This design comes from an exercise in tuning for small area, a short achievable clock period and few clock cycles per item on the open sky130 flow, not from production work.
Function was checked by simulation only, so behaviour that the tests miss may differ from the original.
Power is estimated from default activity; no workload was simulated.

==> design.v <==
`timescale 1ns / 1ps
package sic_pkg;
	localparam int MaxSignals = 8;
	localparam int PowW = 48;
	localparam int IdW = 16;
	localparam int SumW = 52;
	localparam logic [1:0] OP_ARRIVE = 2'd0;
	localparam logic [1:0] OP_DECIDE = 2'd1;
	localparam logic [1:0] OP_TX_START = 2'd2;
	localparam logic [1:0] OP_TX_END = 2'd3;
	localparam logic [3:0] ST_OK = 4'd0;
	localparam logic [3:0] ST_ASLEEP = 4'd1;
	localparam logic [3:0] ST_TRANSMIT = 4'd2;
	localparam logic [3:0] ST_UNDECODABLE = 4'd3;
	localparam logic [3:0] ST_WEAK = 4'd4;
	localparam logic [3:0] ST_CHANNEL = 4'd5;
	localparam logic [3:0] ST_PERIOD = 4'd6;
	localparam logic [3:0] ST_MODULATION = 4'd7;
	localparam logic [3:0] ST_FULL = 4'd8;
	localparam logic [2:0] REG_SLEEP = 3'd0;
	localparam logic [2:0] REG_CHANNEL = 3'd1;
	localparam logic [2:0] REG_PERIOD = 3'd2;
	localparam logic [2:0] REG_MODULATION = 3'd3;
	localparam logic [2:0] REG_SENSITIVITY = 3'd4;
	localparam logic [2:0] REG_THRESHOLD = 3'd5;
endpackage
`timescale 1ns / 1ps
module sic_cell (
	input  logic clk,
	input  logic we,
	input  logic [sic_pkg::IdW-1:0] in_id,
	input  logic [sic_pkg::PowW-1:0] in_power,
	input  logic [sic_pkg::PowW-1:0] in_power_n,  
	input  logic [sic_pkg::PowW-1:0] in_end_n,    
	input  logic [sic_pkg::PowW-1:0] now,
	input  logic [sic_pkg::IdW-1:0] want_id,
	output logic [sic_pkg::IdW-1:0] id,
	output logic [sic_pkg::PowW-1:0] power,
	output logic ge,        
	output logic expired,   
	output logic id_eq      
);
	logic [sic_pkg::PowW-1:0] end_nq;    
	logic [sic_pkg::PowW:0] ge_sum, exp_sum;
	always_ff @(posedge clk) begin
		if (we) begin
			id <= in_id; power <= in_power; end_nq <= in_end_n;
		end
	end
	assign ge_sum = {1'b0, power} + {1'b0, in_power_n} + 1'b1;
	assign ge = ge_sum[sic_pkg::PowW];
	assign exp_sum = {1'b0, now} + {1'b0, end_nq};
	assign expired = exp_sum[sic_pkg::PowW];
	assign id_eq = (id == want_id);
endmodule
`timescale 1ns / 1ps
module sic_receiver_candidate_table #(
	parameter int MAX_SIGNALS = sic_pkg::MaxSignals
) (
	input  logic clk,
	input  logic arst_n,
	input  logic in_valid,
	output logic in_stall,
	input  logic [1:0] op,
	input  logic [15:0] signal_id,
	input  logic [47:0] signal_power,
	input  logic [7:0] signal_channel,
	input  logic [19:0] signal_period,
	input  logic [7:0] signal_modulation,
	input  logic [47:0] end_time,
	input  logic [47:0] now,
	input  logic [47:0] noise_power,
	output logic out_valid,
	input  logic out_stall,
	output logic [3:0] status,
	output logic [3:0] stored_count,
	input  logic cfg_valid,
	output logic cfg_ready,
	input  logic [2:0] cfg_index,
	input  logic [47:0] cfg_data
);
	localparam int N = MAX_SIGNALS;
	localparam int PW = sic_pkg::PowW;
	localparam int SW = sic_pkg::SumW;
	localparam int CW = SW + 18;       
	localparam int QD = 16;
	localparam int QW = $clog2(QD);
	logic sleep_q;
	logic [7:0] chan_q, mod_q;
	logic [19:0] period_q;
	logic [PW-1:0] sens_nq;          
	logic [15:0] thr_q;
	logic tx_q;
	logic [15:0] tx_id_q;
	logic [N-1:0] valid_q;
	logic [N*N-1:0] ord_q;           
	logic [1:0] b_vld;               
	logic b_rd, b_wr;                
	logic [N-1:0] b_mask [2];
	logic [PW-1:0] b_noise [2];
	logic [N-1:0] b_match [2];
	logic [QW-1:0] b_idx [2];
	logic [N-1:0] held;              
	logic [N-1:0] w_q;               
	logic [PW-1:0] enoise_q;         
	logic [N-1:0] wm_q;              
	logic [QW-1:0] eidx_q;           
	logic efirst_q;                  
	logic t_v, t_m, t_last, t_first;
	logic [PW-1:0] t_p, t_p2;        
	logic [PW-1:0] t_noise;
	logic [QW-1:0] t_idx;
	logic [SW-1:0] racc_q;           
	logic a_v, a_m, a_last, a_first;
	logic [PW-1:0] a_p;
	logic [SW-1:0] a_r;
	logic [QW-1:0] a_idx;
	logic b2_v, b2_m, b2_last, b2_first;
	logic [CW-1:0] b2_r0, b2_r1, b2_r2;
	logic [QW-1:0] b2_idx;
	logic ok_q;
	logic [3:0] q_st [QD];
	logic [3:0] q_cnt [QD];
	logic [QD-1:0] q_rdy;
	logic [QW-1:0] q_head, q_tail;
	logic [QW:0] q_occ;
	logic r0_v;
	logic [1:0] r0_op;
	logic [15:0] r0_id;
	logic [PW-1:0] r0_a;             
	logic [PW-1:0] r0_endn;          
	logic r0_weak, r0_fch, r0_fper, r0_fmod;
	always_ff @(posedge clk or negedge arst_n) begin
		if (!arst_n) begin
			r0_v <= 1'b0; stall_q <= 1'b0;
		end else begin
			r0_v <= r0v_n; stall_q <= stall_n;
		end
	end
	always_ff @(posedge clk) begin
		r0_op <= op;
		r0_id <= signal_id;
		r0_a <= (op == sic_pkg::OP_ARRIVE) ? signal_power : noise_power;
		r0_endn <= ~end_time;
		r0_weak <= !weak_sum[PW];
		r0_fch <= (signal_channel != chan_q);
		r0_fper <= (signal_period != period_q);
		r0_fmod <= (signal_modulation != mod_q);
		expd <= expd_n;
		idm <= (ideq_in & ~free1) | (free1 & {N{ideq_new}});
	end
	logic [PW:0] weak_sum, expn_sum;
	assign weak_sum = {1'b0, signal_power} + {1'b0, sens_nq} + 1'b1;
	assign expn_sum = {1'b0, now} + {1'b0, r0_endn};
	assign exp_new = expn_sum[PW];
	assign expd_n = (expd_in & ~free1) | (free1 & {N{exp_new}});
	assign ideq_new = (signal_id == r0_id);
	logic [15:0] s_id [N];
	logic [PW-1:0] s_pw [N];
	logic [N-1:0] ge, expd_in, ideq_in, expd, idm, free1;
	logic exp_new, ideq_new;
	logic [PW-1:0] r0_an;
	assign r0_an = ~r0_a;
	for (genvar g = 0; g < N; g++) begin : g_slot
		sic_cell u_cell (
			.clk(clk), .we(free1[g]), .in_id(r0_id), .in_power(r0_a), .in_power_n(r0_an),
			.in_end_n(r0_endn), .now(now), .want_id(signal_id), .id(s_id[g]), .power(s_pw[g]),
			.ge(ge[g]), .expired(expd_in[g]), .id_eq(ideq_in[g])
		);
	end
	logic [N*N-1:0] ahd;
	for (genvar i = 0; i < N; i++) begin : g_ahd_r
		for (genvar j = 0; j < N; j++) begin : g_ahd_c
			if (i < j) begin : g_lt
				assign ahd[i*N+j] = ord_q[i*N+j];
			end else if (i > j) begin : g_gt
				assign ahd[i*N+j] = !ord_q[j*N+i];
			end else begin : g_eq
				assign ahd[i*N+j] = 1'b0;
			end
		end
	end
	logic take, acc, is_arr, is_dec, is_txs, is_txe, dec_run, dec_walk, arr_ok;
	logic [3:0] arr_st, acc_st, valid_cnt;
	logic [N-1:0] live;
	logic eng_free;
	assign cfg_ready = 1'b1;
	logic ov_q;
	logic [3:0] st_q, cnt_q;
	assign out_valid = ov_q;
	assign status = st_q;
	assign stored_count = cnt_q;
	assign take = out_valid && !out_stall;
	assign held = w_q | (b_vld[0] ? b_mask[0] : '0) | (b_vld[1] ? b_mask[1] : '0);
	logic stall_q, stall_n, r0v_n;
	logic [N-1:0] valid_n, w_n, held_n, wr_n, expd_n, bmask0_n, bmask1_n;
	logic [1:0] b_vld_n;
	logic [QW:0] q_occ_n;
	assign in_stall = stall_q;
	assign r0v_n = in_valid && !stall_q;
	assign stall_n = ((q_occ_n + (QW+1)'(r0v_n)) >= (QW+1)'(QD))
		|| (&b_vld_n) || (|b_vld_n && r0v_n && op == sic_pkg::OP_DECIDE && ((w_n & (w_n - N'(1))) != '0))
		|| (((~valid_n & held_n) != '0) && ((wr_n & (wr_n - N'(1))) == '0))
		|| (r0v_n && op == sic_pkg::OP_DECIDE && held_n != '0 && wr_n == '0);
	assign acc = r0_v;
	assign is_arr = acc && r0_op == sic_pkg::OP_ARRIVE;
	assign is_dec = acc && r0_op == sic_pkg::OP_DECIDE;
	assign is_txs = acc && r0_op == sic_pkg::OP_TX_START;
	assign is_txe = acc && r0_op == sic_pkg::OP_TX_END;
	assign dec_run = is_dec && !sleep_q && !tx_q;
	logic [N-1:0] lmatch;
	assign lmatch = live & idm;
	assign dec_walk = dec_run && (lmatch != '0);
	always_comb begin
		if (sleep_q) arr_st = sic_pkg::ST_ASLEEP;
		else if (tx_q) arr_st = sic_pkg::ST_TRANSMIT;
		else if (r0_weak) arr_st = sic_pkg::ST_WEAK;
		else if (r0_fch) arr_st = sic_pkg::ST_CHANNEL;
		else if (r0_fper) arr_st = sic_pkg::ST_PERIOD;
		else if (r0_fmod) arr_st = sic_pkg::ST_MODULATION;
		else if (&valid_q) arr_st = sic_pkg::ST_FULL;
		else arr_st = sic_pkg::ST_OK;
	end
	assign arr_ok = (arr_st == sic_pkg::ST_OK);
	always_comb begin
		free1 = '0;
		for (int i = N - 1; i >= 0; i--) if (!valid_q[i] && !held[i]) free1 = N'(1) << i;
	end
	assign live = valid_q & ~expd;
	always_comb begin
		valid_cnt = '0;
		for (int i = 0; i < N; i++) begin
			valid_cnt = valid_cnt + 4'(valid_q[i]);
		end
	end
	always_comb begin
		acc_st = sic_pkg::ST_OK;
		case (r0_op)
			sic_pkg::OP_ARRIVE: begin
				acc_st = arr_st;
			end
			sic_pkg::OP_DECIDE: begin
				if (sleep_q) acc_st = sic_pkg::ST_ASLEEP;
				else if (tx_q) acc_st = sic_pkg::ST_TRANSMIT;
				else begin
					acc_st = sic_pkg::ST_UNDECODABLE;
				end
			end
			sic_pkg::OP_TX_START: if (sleep_q) acc_st = sic_pkg::ST_ASLEEP;
			default: ;
		endcase
	end
	assign eng_free = ((w_q & (w_q - N'(1))) == '0);
	logic [N-1:0] tail;
	always_comb begin
		for (int i = 0; i < N; i++)
			tail[i] = w_q[i] & ~|(w_q & ahd[i*N +: N]);
	end
	logic [N-1:0] behind, w2, tail2, pick2;
	always_comb begin
		for (int j = 0; j < N; j++) begin
			behind[j] = 1'b0;
			for (int i = 0; i < N; i++) behind[j] = behind[j] | (wm_q[i] & w_q[i] & ahd[i*N + j]);
		end
	end
	assign w2 = w_q & ~tail;
	always_comb begin
		for (int i = 0; i < N; i++)
			tail2[i] = w2[i] & ~|(w2 & ahd[i*N +: N]);
	end
	assign pick2 = ((tail2 & behind) != '0) ? tail2 : '0;
	logic [PW-1:0] pick_pw, pick_pw2;
	logic [SW-1:0] r_pick;
	always_comb begin
		pick_pw = '0;
		pick_pw2 = '0;
		for (int i = 0; i < N; i++) begin
			pick_pw = pick_pw | (s_pw[i] & {PW{tail[i]}});
			pick_pw2 = pick_pw2 | (s_pw[i] & {PW{pick2[i]}});
		end
	end
	assign r_pick = t_first ? SW'(t_noise) : racc_q;
	logic [CW-1:0] csa_r0, csa_r1, csa_r2;
	logic [CW-1:0] pp [17];
	for (genvar j = 0; j < 16; j++) begin : g_pp
		assign pp[j] = thr_q[j] ? (CW'(a_r) << j) : '0;
	end
	assign pp[16] = ~(CW'({a_p, 8'd0}));
	logic [CW-1:0] cs_s0, cs_c0;
	assign cs_s0 = pp[0] ^ pp[1] ^ pp[2];
	assign cs_c0 = ((pp[0] & pp[1]) | (pp[0] & pp[2]) | (pp[1] & pp[2])) << 1;
	logic [CW-1:0] cs_s1, cs_c1;
	assign cs_s1 = pp[3] ^ pp[4] ^ pp[5];
	assign cs_c1 = ((pp[3] & pp[4]) | (pp[3] & pp[5]) | (pp[4] & pp[5])) << 1;
	logic [CW-1:0] cs_s2, cs_c2;
	assign cs_s2 = pp[6] ^ pp[7] ^ pp[8];
	assign cs_c2 = ((pp[6] & pp[7]) | (pp[6] & pp[8]) | (pp[7] & pp[8])) << 1;
	logic [CW-1:0] cs_s3, cs_c3;
	assign cs_s3 = pp[9] ^ pp[10] ^ pp[11];
	assign cs_c3 = ((pp[9] & pp[10]) | (pp[9] & pp[11]) | (pp[10] & pp[11])) << 1;
	logic [CW-1:0] cs_s4, cs_c4;
	assign cs_s4 = pp[12] ^ pp[13] ^ pp[14];
	assign cs_c4 = ((pp[12] & pp[13]) | (pp[12] & pp[14]) | (pp[13] & pp[14])) << 1;
	logic [CW-1:0] cs_s5, cs_c5;
	assign cs_s5 = cs_s0 ^ cs_c0 ^ cs_s1;
	assign cs_c5 = ((cs_s0 & cs_c0) | (cs_s0 & cs_s1) | (cs_c0 & cs_s1)) << 1;
	logic [CW-1:0] cs_s6, cs_c6;
	assign cs_s6 = cs_c1 ^ cs_s2 ^ cs_c2;
	assign cs_c6 = ((cs_c1 & cs_s2) | (cs_c1 & cs_c2) | (cs_s2 & cs_c2)) << 1;
	logic [CW-1:0] cs_s7, cs_c7;
	assign cs_s7 = cs_s3 ^ cs_c3 ^ cs_s4;
	assign cs_c7 = ((cs_s3 & cs_c3) | (cs_s3 & cs_s4) | (cs_c3 & cs_s4)) << 1;
	logic [CW-1:0] cs_s8, cs_c8;
	assign cs_s8 = cs_c4 ^ pp[15] ^ pp[16];
	assign cs_c8 = ((cs_c4 & pp[15]) | (cs_c4 & pp[16]) | (pp[15] & pp[16])) << 1;
	logic [CW-1:0] cs_s9, cs_c9;
	assign cs_s9 = cs_s5 ^ cs_c5 ^ cs_s6;
	assign cs_c9 = ((cs_s5 & cs_c5) | (cs_s5 & cs_s6) | (cs_c5 & cs_s6)) << 1;
	logic [CW-1:0] cs_s10, cs_c10;
	assign cs_s10 = cs_c6 ^ cs_s7 ^ cs_c7;
	assign cs_c10 = ((cs_c6 & cs_s7) | (cs_c6 & cs_c7) | (cs_s7 & cs_c7)) << 1;
	logic [CW-1:0] cs_s11, cs_c11;
	assign cs_s11 = cs_s9 ^ cs_c9 ^ cs_s10;
	assign cs_c11 = ((cs_s9 & cs_c9) | (cs_s9 & cs_s10) | (cs_c9 & cs_s10)) << 1;
	logic [CW-1:0] cs_s12, cs_c12;
	assign cs_s12 = cs_c10 ^ cs_s8 ^ cs_c8;
	assign cs_c12 = ((cs_c10 & cs_s8) | (cs_c10 & cs_c8) | (cs_s8 & cs_c8)) << 1;
	logic [CW-1:0] cs_s13, cs_c13;
	assign cs_s13 = cs_s11 ^ cs_c11 ^ cs_s12;
	assign cs_c13 = ((cs_s11 & cs_c11) | (cs_s11 & cs_s12) | (cs_c11 & cs_s12)) << 1;
	assign csa_r0 = cs_s13;
	assign csa_r1 = cs_c13;
	assign csa_r2 = cs_c12;
	logic [CW-1:0] sum, fs, fc;
	assign fs = b2_r0 ^ b2_r1 ^ b2_r2;
	assign fc = ((b2_r0 & b2_r1) | (b2_r0 & b2_r2) | (b2_r1 & b2_r2)) << 1;
	logic pass, ok_next;
	assign sum = fs + fc;
	assign pass = sum[CW-1];
	assign ok_next = pass && (b2_m || (!b2_first && ok_q));
	always_ff @(posedge clk or negedge arst_n) begin
		if (!arst_n) begin
			sleep_q <= 1'b0; chan_q <= '0; period_q <= 20'd91; mod_q <= '0;
			sens_nq <= ~48'd631; thr_q <= 16'd256;
		end else if (cfg_valid) begin
			case (cfg_index)
				sic_pkg::REG_SLEEP: sleep_q <= cfg_data[0];
				sic_pkg::REG_CHANNEL: chan_q <= cfg_data[7:0];
				sic_pkg::REG_PERIOD: period_q <= cfg_data[19:0];
				sic_pkg::REG_MODULATION: mod_q <= cfg_data[7:0];
				sic_pkg::REG_SENSITIVITY: sens_nq <= ~cfg_data;
				sic_pkg::REG_THRESHOLD: thr_q <= cfg_data[15:0];
				default: ;
			endcase
		end
	end
	logic load_in, load_buf;
	assign load_buf = (b_vld != '0) && eng_free;
	assign load_in = dec_run && eng_free && (b_vld == '0);
	always_comb begin
		if (dec_run) valid_n = live;
		else if (is_arr && arr_ok) valid_n = valid_q | free1;
		else valid_n = valid_q;
		b_vld_n = b_vld;
		if (load_buf) b_vld_n[b_rd] = 1'b0;
		if (dec_walk && !load_in) b_vld_n[b_wr] = 1'b1;
		if (load_in) w_n = dec_walk ? live : '0;
		else if (load_buf) w_n = b_mask[b_rd];
		else w_n = w_q & ~tail & ~pick2;
		bmask0_n = (!b_vld[0] && !b_wr) ? live : b_mask[0];
		bmask1_n = (!b_vld[1] && b_wr) ? live : b_mask[1];
		held_n = w_n | (b_vld_n[0] ? bmask0_n : '0) | (b_vld_n[1] ? bmask1_n : '0);
		wr_n = ~valid_n & ~held_n;
	end
	assign q_occ_n = q_occ + (QW+1)'(acc) - (QW+1)'(take);
	always_ff @(posedge clk or negedge arst_n) begin
		if (!arst_n) begin
			tx_q <= 1'b0; tx_id_q <= '0;
			valid_q <= '0;
			b_vld <= '0; b_rd <= 1'b0; b_wr <= 1'b0; w_q <= '0; t_v <= 1'b0; a_v <= 1'b0; b2_v <= 1'b0;
		end else begin
			if (is_txs && !sleep_q) begin
				tx_q <= 1'b1; tx_id_q <= r0_id;
			end
			if (is_txe && tx_q && tx_id_q == r0_id) tx_q <= 1'b0;
			valid_q <= valid_n;
			b_vld <= b_vld_n;
			if (load_buf) b_rd <= !b_rd;
			if (dec_walk && !load_in) b_wr <= !b_wr;
			w_q <= w_n;
			t_v <= (w_q != '0);
			a_v <= t_v;
			b2_v <= a_v;
		end
	end
	always_ff @(posedge clk) begin
		for (int i = 0; i < N; i++)
			for (int j = i + 1; j < N; j++) begin
				if (free1[j]) ord_q[i*N+j] <= ge[i];
				else if (free1[i]) ord_q[i*N+j] <= !ge[j];
			end
	end
	always_ff @(posedge clk) begin
		if (!b_vld[b_wr]) begin
			b_mask[b_wr] <= live; b_noise[b_wr] <= r0_a; b_match[b_wr] <= lmatch; b_idx[b_wr] <= q_tail;
		end
		if (load_in) begin
			enoise_q <= r0_a; wm_q <= lmatch; eidx_q <= q_tail; efirst_q <= 1'b1;
		end else if (load_buf) begin
			enoise_q <= b_noise[b_rd]; wm_q <= b_match[b_rd]; eidx_q <= b_idx[b_rd]; efirst_q <= 1'b1;
		end else if (w_q != '0) begin
			efirst_q <= 1'b0;
		end
		t_p <= pick_pw;
		t_p2 <= pick_pw2;
		t_noise <= enoise_q;
		t_m <= |(tail & wm_q);
		t_last <= ((w_q & ~tail & ~pick2) == '0);
		t_first <= efirst_q;
		t_idx <= eidx_q;
		if (t_v) racc_q <= r_pick + SW'(t_p) + SW'(t_p2);
		a_p <= t_p;
		a_r <= r_pick;
		a_m <= t_m;
		a_last <= t_last;
		a_first <= t_first;
		a_idx <= t_idx;
		b2_r0 <= csa_r0;
		b2_r1 <= csa_r1;
		b2_r2 <= csa_r2;
		b2_m <= a_m;
		b2_last <= a_last;
		b2_first <= a_first;
		b2_idx <= a_idx;
		if (b2_v) ok_q <= ok_next;
	end
	logic fin, fin_ok;
	logic [QW-1:0] fin_idx;
	always_ff @(posedge clk or negedge arst_n) begin
		if (!arst_n) fin <= 1'b0;
		else fin <= b2_v && b2_last;
	end
	always_ff @(posedge clk) begin
		fin_ok <= ok_next;
		fin_idx <= b2_idx;
	end
	logic [3:0] q_st_n [QD];
	logic [3:0] q_cnt_n [QD];
	logic [QD-1:0] q_rdy_n;
	logic [QW-1:0] q_head_n;
	always_comb begin
		for (int i = 0; i < QD; i++) begin
			q_st_n[i] = q_st[i];
			q_cnt_n[i] = q_cnt[i];
			q_rdy_n[i] = q_rdy[i];
			if (take && q_head == QW'(i)) q_rdy_n[i] = 1'b0;
			if (acc && q_tail == QW'(i)) begin
				q_st_n[i] = acc_st; q_rdy_n[i] = 1'b0;
			end
			if (c_v && c_idx == QW'(i)) begin
				q_cnt_n[i] = valid_cnt; q_rdy_n[i] = !c_walk;
			end
			if (fin && fin_idx == QW'(i)) begin
				q_st_n[i] = fin_ok ? sic_pkg::ST_OK : sic_pkg::ST_UNDECODABLE;
				q_rdy_n[i] = 1'b1;
			end
		end
	end
	assign q_head_n = take ? q_head + 1'b1 : q_head;
	logic c_v, c_walk;
	logic [QW-1:0] c_idx;
	always_ff @(posedge clk or negedge arst_n) begin
		if (!arst_n) c_v <= 1'b0;
		else c_v <= acc;
	end
	always_ff @(posedge clk) begin
		c_walk <= dec_walk;
		c_idx <= q_tail;
	end
	always_ff @(posedge clk or negedge arst_n) begin
		if (!arst_n) begin
			q_rdy <= '0; q_head <= '0; q_tail <= '0; q_occ <= '0; ov_q <= 1'b0;
		end else begin
			q_rdy <= q_rdy_n;
			q_head <= q_head_n;
			if (acc) q_tail <= q_tail + 1'b1;
			q_occ <= q_occ_n;
			ov_q <= q_rdy_n[q_head_n];
		end
	end
	always_ff @(posedge clk) begin
		for (int i = 0; i < QD; i++) begin
			q_st[i] <= q_st_n[i]; q_cnt[i] <= q_cnt_n[i];
		end
		st_q <= q_st_n[q_head_n];
		cnt_q <= q_cnt_n[q_head_n];
	end
endmodule
==> flow/run.sh <==
#!/bin/bash
cp standard.sh standard.sh.txt
export SETUP_SLACK_MARGIN=8
bash standard.sh > standard.log 2>&1
==> standard.sh <==
#!/bin/bash
# synth_recipe.tcl (not shown) runs the flow's synth.tcl, then flattens the netlist and writes it again
# the make line also repeats each setting of config.mk as NAME=value (left out here)
make -C /OpenROAD-flow-scripts/flow DESIGN_CONFIG=/design/flow/config.mk WORK_HOME=/design/flow/orfs CLKGATE_MAP_FILE= SYNTH_SCRIPT=/design/flow/synth_recipe.tcl "${@:-finish}"
==> config.mk <==
export PLATFORM = sky130hd
export DESIGN_NAME = sic_receiver_candidate_table
export DESIGN_NICKNAME = sic_receiver_candidate_table
export VERILOG_FILES = /design/flow/design.v
export SDC_FILE = /design/flow/constraint.sdc
export NUM_CORES = 4
export LEC_CHECK = 0
export CAP_MARGIN = 20
export CORE_MARGIN = 2
export CORE_UTILIZATION = 40
export SLEW_MARGIN = 20
==> constraint.sdc <==
create_clock -name core_clock -period 12.0 [get_ports {clk}]
set_input_delay 2.4000 -clock core_clock [delete_from_list [all_inputs] [get_ports {clk}]]
set_output_delay 2.4000 -clock core_clock [all_outputs]
set_load 0.01 [all_outputs]
==> metrics.yaml, run 1 <==
outcome:
  status: "timing/DRC/antenna clean"
place:
  gp_congestion: 0.939
  dp_slack_ns: 5.65
  numPortBuffers: 311
  dp.cells: 13800
  dp_hpwl_mm: 252
logic_synthesis:
  ys_seq_elements: 2085
  syn_inst: 9838
  syn_area_um2: 118000
  synth_cell_types: 99
  syn-num-nets: 12000
  synth_edf_count: 1173
  async_flop_share: 0.0839
  ys_warn_count: 14
  ys_seq_area_frac: 0.459
  ys.flop_type: "edfxtp_1"
  avgSynthCellArea_um2: 12.0
hold_path:
  hold_path_class: "reg2reg"
  whs_path_depth: 0
sta:
  setup_viol: 0
  tns_ns: 0
  period_minus_slack_ns: 4.48
  worst_slack_ns: 7.52
  final-max-slew-violation-count: 0
  relSlewSlack: 0.214
  hold_viol_final: 0
  fmax_mhz: 223
  finalCritPeriodShare: 0.373
  worstMarginPinSlew_ns: 1.18
  finClkSkew_ns: 0.0472
  grt_setup_unrepaired: "true"
cells_and_area:
  drive_gt1_frac: 0.124
  nets: 12400
  fillCellCount: 26300
  final-instance-count-excl-fill: 14400
  area_growth_pct: 16.3
  final_util: 0.468
critical_path:
  worst-r2r-cell-count: 17
  worstPathRequired_ns: 12.63
  endpoint_kind: "register"
  path_common_cell: "a21o_1"
  critical_path.max_fanout: 6
  critical_path.max_stage_delay_ns: 0.40
  cp_top_family: "compound AO/OA/AOI/OAI gates"
  crit_buf_inv: 3
  startpoint_type: "register"
  arrival_ns: 5.11
  crit_path_top_delay_cell: "dfxtp_4"
  path_cells: "buf_12 -> buf_16 -> buf_4 -> mux2_2 -> fa_1 -> ha_1 -> a21o_1 -> a21o_1 -> a21oi_1 -> o211ai_1 -> a21bo_2 -> a21o_1 -> a221o_1 -> a221oi_2 -> o21ai_1 -> a21oi_1 -> xnor2_1"
  criticalPathCategory: "reg2reg"
  cp_num_cells: 17
routing:
  drt_drc_violations_left: 0
  wire_per_inst_um: 25.9
  wl_mm: 373
  detail-route-antenna-nets: 0
  drt_iter0_markers: 7784
  vias_per_cell: 5.63
  dr.pass1.iters: 10
  dr_total_vias: 81100
clock_tree:
  clock-root-buffer: "clkbuf_16"
  cts.path.max_buffers: 4
  cts_buffers: 228
  cts_hold_buf: 0
  htreeDepth: 4
  clk_pin_slew_ns: 0.06
  cts_tree: "done"
  clk_latency_ns: 0.91
  cts.sinks: 2085
global_route:
  grt_overflow: 0
  track_usage: 0.243
  grt_max_degree: 117
  first_global_vias: 85300
  grt_first_pass_wirelength_mm: 551
  antenna_found_initial: 20
flow_run:
  max_cap_viol_count: 0
floorplan:
  core_area_um2: 294000
  die_x_um: 548
  num_io_pins: 313
  dieArea_um2: 301000
  fp.dieH_um: 548
  fp-row-count: 199
  initial_core_util: 0.403
power:
  power_density_nw_per_um2: 221
  leakagePower_nw: 56.3
  ir_worst_vdd_uv: 181
layout by cell type, fill, tap and decap left out, drive strengths merged, types with 243 or more instances in the layout:
master | Yosys | final
a21o | 309 | 309
a21oi | 431 | 431
and2 | 687 | 687
buf | 26 | 259
clkbuf | 323 | 304
clkdlybuf4s50 | 0 | 243
dfxtp | 737 | 737
edfxtp | 1173 | 1173
fa | 805 | 805
ha | 1045 | 1045
inv | 875 | 857
nand2 | 505 | 505
nor2 | 290 | 290
o21ai | 315 | 315
metrics by stage:
stage               instance area, µm²  hold WS (ns)  total power [W]
finish                          138000         0.326           0.0305
global route                    138000         0.335           0.0334
CTS                             136000         0.325           0.0308
detailed placement              126000         0.312           0.0230
global placement                126000         0.312           0.0225
floorplan                       119000         0.310           0.0187
flip-flops by register name, summed over array words and instances, names as in the netlist, 64 cells and up:
register / count
b2_r0: 67
b2_r1: 66
b_noise: 96
g_slot.u_cell.end_nq: 384
g_slot.u_cell.id: 128
g_slot.u_cell.power: 384
q_cnt: 64
q_st: 64
layer usage:
layer / share of wire / up-vias / global-route usage
li1: - / 36000 / -
met1: 0.41 / 40900 / 0.317
met2: 0.47 / 3317 / 0.402
met3: 0.073 / 918 / 0.0397
met4: 0.049 / 10 / 0.101
met5: 0.00020 / - / 0
cells in the mapped netlist (183+ instances only):
| cell type | instances | area share |
|---|---|---|
| dfxtp_1 | 737 | 0.12 |
| nand3_1 | 183 | 0.0077 |
| clkbuf_1 | 323 | 0.010 |
| xnor2_1 | 186 | 0.014 |
| nor2_1 | 290 | 0.0092 |
| o21ai_0 | 306 | 0.013 |
| mux2_2 | 183 | 0.017 |
| a21oi_1 | 431 | 0.018 |
| nand4_1 | 222 | 0.012 |
| a21o_1 | 309 | 0.020 |
| inv_1 | 870 | 0.028 |
| edfxtp_1 | 1173 | 0.30 |
| ha_1 | 1045 | 0.11 |
| fa_1 | 805 | 0.14 |
| and2_1 | 687 | 0.036 |
| nand2_1 | 505 | 0.016 |
worst paths after layout:
| check | startpoint | slack (ns) | end |
|---|---|---|---|
| max | t_first$_DFF_P_ | 7.52 | racc_q[37]$_DFFE_PP_ |
| min | t_idx[3]$_DFF_P_ | 0.33 | a_idx[3]$_DFF_P_ |
| max reg2reg | t_first$_DFF_P_ | 7.52 | racc_q[37]$_DFFE_PP_ |
| min reg2reg | t_idx[3]$_DFF_P_ | 0.33 | a_idx[3]$_DFF_P_ |
| max in group asynchronous | arst_n | 8.44 | valid_q[1]$_DFF_PN0_ |
| min in group asynchronous | arst_n | 1.48 | mod_q[2]$_DFFE_PN0P_ |
worst reg2reg max path, delay by kind of cell (launching register included):
family          cells  cell delay [ns]
mux                 1             0.34
buf+inv             3             0.33
compound gates     10             2.28
flops               1             0.40
fa+ha+maj           2             0.75
xor+xnor            1             0.09
area by class of cell:
cell class                 instances  area [µm²]  share of cell area
multi-input combinational       6528       61600               0.447
sequential                      2085       54500               0.396
clock buffer                     297        6320              0.0459
timing repair buffer             558        5420              0.0393
tap                             3919        4900              0.0356
inverter                         877        3480              0.0253
clock inverter                   131        1530              0.0111
antenna                           11        27.5            0.000200
timing repair inverter             2        17.5            0.000127
repair_timing:
| item | 4_1_cts | 5_1_grt |
|---|---|---|
| endpoints found under the setup margin | 585 | 264 |
| gates resized for setup | 443 | 202 |
| buffers inserted | 71 | 89 |
| pin swaps | 98 | 107 |
| gates cloned | 9 | 0 |
power by group:
group | switching [W] | internal, W | total [W]
Clock | 0.00305 | 0.00431 | 0.00736
Sequential | 0.000767 | 0.00865 | 0.00942
Combinational | 0.00777 | 0.00595 | 0.0137
Total | 0.0116 | 0.0189 | 0.0305
logic make-up (layout without fill, tap and decap cells):
| logic type | after synthesis | count (layout) | synth area share |
|---|---|---|---|
| buf+inv | 1226 | 1865 | 0.0389 |
| fa+ha+maj | 1853 | 1853 | 0.247 |
| flops | 2085 | 2085 | 0.459 |
| mux | 313 | 313 | 0.0285 |
| xor+xnor | 259 | 259 | 0.0191 |
| simple gates | 2342 | 2343 | 0.105 |
| other cells | 1 | 12 | 0.0000316 |
| compound gates | 1759 | 1759 | 0.102 |
Testbench counts, summed over its fixed seeds: cycles 5,546, items 4,800.
==> run 2: changes to the inputs <==
--- a/config.mk
+++ b/config.mk
@@ -7,5 +7,5 @@
 export LEC_CHECK = 0
 export CAP_MARGIN = 20
 export CORE_MARGIN = 2
-export CORE_UTILIZATION = 40
+export CORE_UTILIZATION = 55
 export SLEW_MARGIN = 20
==> metrics.yaml, run 2 <==
sta:
  tns_ns: 0  # unchanged
  relSlewSlack: 0.220  # was 0.214
  fmax_mhz: 220  # was 223 MHz
  hold_viol_final: 0  # unchanged
  setup_viol: 0  # unchanged
  worstMarginPinSlew_ns: 1.17  # was 1.18 ns
  grt_setup_unrepaired: "true"  # unchanged
  final-max-slew-violation-count: 0  # unchanged
  finClkSkew_ns: 0.0495  # was 0.0472 ns
  period_minus_slack_ns: 4.56  # was 4.48 ns
  finalCritPeriodShare: 0.380  # was 0.373
floorplan:
  initial_core_util: 0.553  # was 0.403
  die_x_um: 468  # was 548 µm
  num_io_pins: 313  # unchanged
  fp-row-count: 170  # was 199
  core_area_um2: 214000  # was 294000 µm²
  dieArea_um2: 219000  # was 301000 µm²
  fp.dieH_um: 468  # was 548 µm
outcome:
  status: "timing/DRC/antenna clean"  # unchanged
critical_path:
  arrival_ns: 5.17  # was 5.11 ns
  worst-r2r-cell-count: 16  # was 17
  worst_r2r_endpoint: "racc_q[48]$_DFFE_PP_"  # was racc_q[37]$_DFFE_PP_
  startpoint_type: "register"  # unchanged
  worstPathRequired_ns: 12.62  # was 12.63 ns
  criticalPathCategory: "reg2reg"  # unchanged
  rrSetupSlack_ns: 7.44  # was 7.52 ns
  critical_path.max_fanout: 7  # was 6
  endpoint_kind: "register"  # unchanged
  reg2reg_from: "t_first$_DFF_P_"  # unchanged
hold_path:
  holdPathEnd: "a_idx[0]$_DFF_P_"  # was a_idx[3]$_DFF_P_
  hold_path_class: "reg2reg"  # unchanged
  hp-start: "t_idx[0]$_DFF_P_"  # was t_idx[3]$_DFF_P_
  whs_path_depth: 0  # unchanged
routing:
  wl_met1_mm: 151  # was 153 mm
  detail-route-antenna-nets: 0  # unchanged
  vias_per_cell: 6.13  # was 5.63
  drt_drc_violations_left: 0  # unchanged
  route.met2.wl_mm: 171  # was 174 mm
  dr_total_vias: 81500  # was 81100
  top_layer: "met5"  # unchanged
  dr_wl_met3_mm: 29.7  # was 27.2 mm
  wire_per_inst_um: 27.5  # was 25.9 µm
  wl_mm: 366  # was 373 mm
  dr.pass1.iters: 11  # was 10
  drt_iter0_markers: 8376  # was 7784
clock_tree:
  clk_latency_ns: 0.88  # was 0.91 ns
  cts.sinks: 2085  # unchanged
  cts.path.max_buffers: 3  # was 4
  htreeDepth: 4  # unchanged
  cts_hold_buf: 0  # unchanged
  cts_tree: "done"  # unchanged
  cts_buffers: 219  # was 228
  clk_pin_slew_ns: 0.06  # about the same
  clock-root-buffer: "clkbuf_16"  # unchanged
logic_synthesis:
  ys_top_cells_by_area: "edfxtp_1, fa_1, dfxtp_1"  # unchanged
  ys_seq_area_frac: 0.459  # unchanged
  syn-num-nets: 12000  # unchanged
  syn_inst: 9838  # unchanged
  ys.flop_type: "edfxtp_1"  # unchanged
  synth_cell_types: 99  # unchanged
  ys_seq_elements: 2085  # unchanged
  synth_edf_count: 1173  # unchanged
  synth_top_cell_area_share: 0.297  # unchanged
  ys_warn_count: 14  # unchanged
  yosysTopAreaCell: "edfxtp_1"  # unchanged
  syn_area_um2: 118000  # unchanged
  async_flop_share: 0.0839  # unchanged
  synth_commonest_cells: "edfxtp_1, ha_1, inv_1, fa_1, dfxtp_1"  # unchanged
  yosysMostFrequentCell: "edfxtp_1"  # unchanged
  avgSynthCellArea_um2: 12.0  # unchanged
cells_and_area:
  most-common-layout-cells: "edfxtp_1, ha_1, inv_1, fa_1, dfxtp_1"  # unchanged
  layout_commonest_cell: "edfxtp_1"  # unchanged
  final_util: 0.636  # was 0.468
  fillCellCount: 16600  # was 26300
  nets: 12400  # about the same
  drive_gt1_frac: 0.123  # was 0.124
  top_regs: "g_slot.u_cell.end_nq (384), g_slot.u_cell.power (384), g_slot.u_cell.id (128)"  # unchanged
  area_growth_pct: 15.1  # was 16.3%
place:
  gp_congestion: 0.929  # was 0.939
  dp_hpwl_mm: 249  # was 252 mm
  numPortBuffers: 311  # unchanged
global_route:
  grt_overflow: 0  # unchanged
  track_usage: 0.331  # was 0.243
  grt_max_degree: 117  # unchanged
  antenna_found_initial: 23  # was 20
  grt_first_pass_wirelength_mm: 540  # was 551 mm
  first_global_vias: 83600  # was 85300
power:
  power_density_nw_per_um2: 224  # was 221 nW/µm²
  ir_worst_vdd_uv: 228  # was 181 µV
  leakagePower_nw: 56.2  # was 56.3 nW
flow_run:
  max_cap_viol_count: 0  # unchanged
run 2: where the power goes:
group / switching (W) / internal [W] / leakage (nW) / total (W)
Combinational: 0.00797 / 0.00603 / 33.4 / 0.0140
Clock: 0.00299 / 0.00419 / 3.78 / 0.00718
Sequential: 0.000758 / 0.00865 / 19.0 / 0.00941
Total: 0.0117 / 0.0189 / 56.2 / 0.0306
run 2: layout make-up:
type	count	area [µm²]	area share
Multi-Input combinational cell	6529	61800	0.453
Sequential cell	2085	54500	0.400
Clock buffer	302	6390	0.0468
Timing Repair Buffer	550	5310	0.0389
Tap cell	2838	3550	0.0260
Inverter	877	3460	0.0254
Clock inverter	116	1340	0.00985
Antenna cell	8	20.0	0.000147
Timing Repair inverter	3	18.8	0.000138
run 2: what timing repair did:
item,4_1_cts,5_1_grt
pin swaps,131,112
cloned,7,4
resized for setup,473,189
setup endpoints to repair,683,205
setup buffers,69,78
run 2: how the worst max path moves through the flow:
stage                     startpoint              endpoint  slack, ns  cells after the start
global route         t_first$_DFF_P_  racc_q[48]$_DFFE_PP_       7.38                     16
detailed placement            now[1]       expd[1]$_DFF_P_       5.62                     14
global placement              now[1]       expd[1]$_DFF_P_       5.68                     14
CTS                  t_first$_DFF_P_  racc_q[50]$_DFFE_PP_       7.45                     16
floorplan           w_q[0]$_DFF_PN0_     stall_q$_DFF_PN0_       7.44                     15
finish               t_first$_DFF_P_  racc_q[48]$_DFFE_PP_       7.44                     16
run 2: kinds of logic after synthesis:
kind of cell,Yosys count,synth area share
xor+xnor,259,0.0191
simple gates,2342,0.105
mux,313,0.0285
other cells,1,0.0000316
flops,2085,0.459
buf+inv,1226,0.0389
fa+ha+maj,1853,0.247
compound gates,1759,0.102
run 2: critical path, cell delays in order, from the launching register on:
cell      delay [ns]
dfxtp_4         0.42
buf_16          0.17
mux2_4          0.33
fa_1            0.46
ha_1            0.30
a21o_1          0.17
a211oi_2        0.31
o21a_1          0.23
o21ai_4         0.08
or4b_4          0.24
nand3_4         0.14
o31ai_4         0.33
a31oi_2         0.17
or4_4           0.45
a31o_4          0.25
a21oi_2         0.14
xnor2_1         0.07
run 2: layer usage:
metal	vias up	GRT usage
met5	-	0
met4	16	0.116
met3	754	0.0565
met2	3635	0.535
met1	41200	0.453
li1	36000	-
run 2: per-stage QoR:
step	power, W	hold slack, ns	area [µm²]	cells	worst slack, ns
final	0.0306	0.325	136000	13300	7.44
after global routing	0.0332	0.335	136000	13300	7.38
after CTS	0.0307	0.328	135000	13200	7.45
after detailed placement	0.0230	0.313	125000	12700	5.62
after global placement	0.0227	0.314	125000	12700	5.68
after floorplan	0.0187	0.310	119000	9838	7.44

-- port drivers added, routing unchanged --
Ports are ideal in the flow. The routed layouts listed here were re-timed in OpenROAD. Step 1 (the two cells are an assumption about what drives the block):
set clk [get_ports {clk}]
set_driving_cell -lib_cell sky130_fd_sc_hd__clkbuf_16 $clk
set_driving_cell -lib_cell sky130_fd_sc_hd__buf_2 [delete_from_list [all_inputs] $clk]
Step 2 adds t to the input delays and takes it off the output delays; t is the mean of the earliest and latest rising clock arrival at the registers after step 1. Input paths then give back, and output paths get back, about the clock's delay inside the block. Three values: ideal, step 1, step 2; two values: the first two.
run | shift t [ns] | slack for setup (ns) | worst register clock-pin slew, ns
run 1 | 0.989 | 7.521 / 7.521 / 6.874 | 0.07 / 0.07
run 2 | 0.947 | 7.445 / 7.445 / 6.819 | 0.07 / 0.07
After both steps every run listed still meets setup and hold. For run 1, which loses most, drivers alone change the setup slack by 0.000 ns; drivers and shift together by -0.647 ns.
